This design comes from an exercise in tuning for small area on the open sky130 flow, not from production work.
The RTL was checked by simulation tests, not by an equivalence proof against the original design.
No activity file was given, so power comes from the tool's default toggle rates.

## wb_regfile
module wb_regfile (
   input  logic              clk,
   input  logic              reset,
   input  logic [XLEN-1:0]   alu_result_in,
   input  logic [XLEN-1:0]   read_data_in,
   input  logic [XLEN-1:0]   imm_in,
   input  logic [XLEN-1:0]   pc_plus_4_in,
   input  logic              reg_write_in,
   input  logic              mem_to_reg_in,
   input  logic              jump_in,
   input  logic              uilu_in,
   input  logic [REG_AW-1:0] write_reg_in,
   input  logic              retire_in,
   input  logic              instret_wr_lo,
   input  logic              instret_wr_hi,
   input  logic [XLEN-1:0]   instret_wdata,
   input  logic [REG_AW-1:0] rs1_addr,
   input  logic [REG_AW-1:0] rs2_addr,
   output logic [XLEN-1:0]   rs1_data,
   output logic [XLEN-1:0]   rs2_data,
   output logic [XLEN-1:0]   wb_data,
   output logic              wb_we,
   output logic [CNT_W-1:0]  instret
);
   logic s_pc4, s_imm, s_mem, s_alu;
   always_comb begin
      s_pc4 = jump_in;
      s_imm = !jump_in && uilu_in;
      s_mem = !jump_in && !uilu_in && mem_to_reg_in;
      s_alu = !jump_in && !uilu_in && !mem_to_reg_in;
   end
   for (genvar b = 0; b < XLEN; b++) begin : g_wb
      logic t3, t1;
      rf_aoi222 u_a (
         .a1(s_pc4), .a2(pc_plus_4_in[b]),
         .b1(s_imm), .b2(imm_in[b]),
         .c1(s_mem), .c2(read_data_in[b]),
         .y (t3)
      );
      rf_nand2 u_n (.a(s_alu), .b(alu_result_in[b]), .y(t1));
      rf_nand2 u_o (.a(t3), .b(t1), .y(wb_data[b]));
   end
   assign wb_we = reg_write_in && (write_reg_in != '0);
   regfile_2r1w u_rf (
      .clk    (clk),
  ...
For scale: about 1100 flip-flops, about 350 I/O pins.
Settings: LEC_CHECK=0, CAP_MARGIN=10, CORE_MARGIN=2, CORE_UTILIZATION=50, CTS_BUF_LIST=sky130_fd_sc_hd__clkbuf_16, CTS_CLUSTER_DIAMETER=80, CTS_CLUSTER_SIZE=25, SETUP_SLACK_MARGIN=0.1, SLEW_MARGIN=10, SYNTH_HIERARCHICAL=1; clock period 7.0 ns.
standard.sh (not shown) runs the stock make flow with config.mk's settings and CLKGATE_MAP_FILE= SYNTH_SCRIPT=/design/flow/synth_recipe.tcl, a recipe that flattens the netlist after the stock synthesis.
==> flow/flow/run.sh <==
#!/bin/bash
# The standard layout, with the port buffers made from the smallest buffer
# cell (sky130_fd_sc_hd__buf_1) instead of the cell buffer_ports picks by
# default. Everything else is the standard.sh unchanged.
set -euo pipefail
export BUFFER_PORTS_ARGS="-buffer_cell sky130_fd_sc_hd__buf_1"
bash standard.sh > standard.log 2>&1
Then changed:
--- a/flow/config.mk
+++ b/flow/config.mk
@@ -8,5 +8,5 @@
 export CAP_MARGIN = 10
 export CORE_MARGIN = 2
-export CORE_UTILIZATION = 50
+export CORE_UTILIZATION = 55
 export CTS_BUF_LIST = sky130_fd_sc_hd__clkbuf_16
 export CTS_CLUSTER_DIAMETER = 80
- worst setup slack got worse by 9.8 ps
- sequential cell count is unchanged
- hold slack is about the same
- global-route usage rises by 6.1 points
Then changed:
--- a/flow/config.mk
+++ b/flow/config.mk
@@ -8,8 +8,8 @@
 export CAP_MARGIN = 10
 export CORE_MARGIN = 2
-export CORE_UTILIZATION = 55
+export CORE_UTILIZATION = 50
 export CTS_BUF_LIST = sky130_fd_sc_hd__clkbuf_16
-export CTS_CLUSTER_DIAMETER = 80
-export CTS_CLUSTER_SIZE = 25
+export CTS_CLUSTER_DIAMETER = 60
+export CTS_CLUSTER_SIZE = 20
 export SETUP_SLACK_MARGIN = 0.1
 export SLEW_MARGIN = 10
Result: The new run completed with no timing, DRC or antenna violations. Synthesized area stays the same. Final area came out higher by 2.8%. Via count drops by about 1%. Fmax is higher by 0.78%. Non-clock buffer count is higher by 15. First-iteration DRC count is lower by about 12%. Register-to-register slack improved by 100 ps. Worst hold slack is about the same.
Then changed:
==> flow/flow/run.sh (replaced) <==
#!/bin/bash
# The standard layout with two changes:
# - the port buffers are made from the smallest buffer cell
#   (sky130_fd_sc_hd__buf_1) instead of the cell buffer_ports picks by default;
# - after global routing, gates on paths with positive slack are sized down
#   (ORFS's RECOVER_POWER step, on all such paths).
# Everything else is the standard.sh unchanged.
set -euo pipefail
export BUFFER_PORTS_ARGS="-buffer_cell sky130_fd_sc_hd__buf_1"
export RECOVER_POWER=100
bash standard.sh > standard.log 2>&1
--- a/flow/config.mk
+++ b/flow/config.mk
@@ -10,6 +10,6 @@
 export CORE_UTILIZATION = 50
 export CTS_BUF_LIST = sky130_fd_sc_hd__clkbuf_16
-export CTS_CLUSTER_DIAMETER = 60
-export CTS_CLUSTER_SIZE = 20
+export CTS_CLUSTER_DIAMETER = 80
+export CTS_CLUSTER_SIZE = 25
 export SETUP_SLACK_MARGIN = 0.1
 export SLEW_MARGIN = 10
Outcome: The changed run completed and failed the layout checks on capacitance limit, slew limit. Cell area drops by 3.3%. Final cell count is lower by 1.1%. Hold slack hardly moves. Utilization fell by 2.0 points. Synthesized cell count stays the same. Total power shrinks by 9.3%. Register-to-register slack is worse by 580 ps. Sequential share of layout area went up by 1.5 points. Global-route usage goes down by 0.17 points.

## what the ideal ports hide
How much do the figures lean on ideal ports? The routed layouts below were timed once more, with nothing changed but the port constraints. Step 1 assumes that a clkbuf_16 drives the clock port and a buf_2 every other input. Step 2, shift: input delay + t, output delay - t, t = (earliest + latest rising clock arrival at the registers) / 2. This alone moves slack from input paths to output paths. a / b / c = ideal / step 1 / step 2; a / b = the first two.
| run | t, ns | setup slack, ns | hold WS [ns] | worst setup path after step 2 |
|---|---|---|---|---|
| the first run | 0.738 | 0.151 / 0.129 / 0.129 | 0.475 / 0.475 / 0.475 | input to output |
| the second run | 0.742 | 0.141 / 0.119 / 0.119 | 0.474 / 0.474 / 0.474 | input to output |
| the third run | 0.722 | 0.194 / 0.172 / 0.172 | 0.471 / 0.471 / 0.471 | input to output |
| the fourth run | 0.738 | 0.106 / 0.084 / 0.084 | 0.474 / 0.474 / 0.474 | input to output |
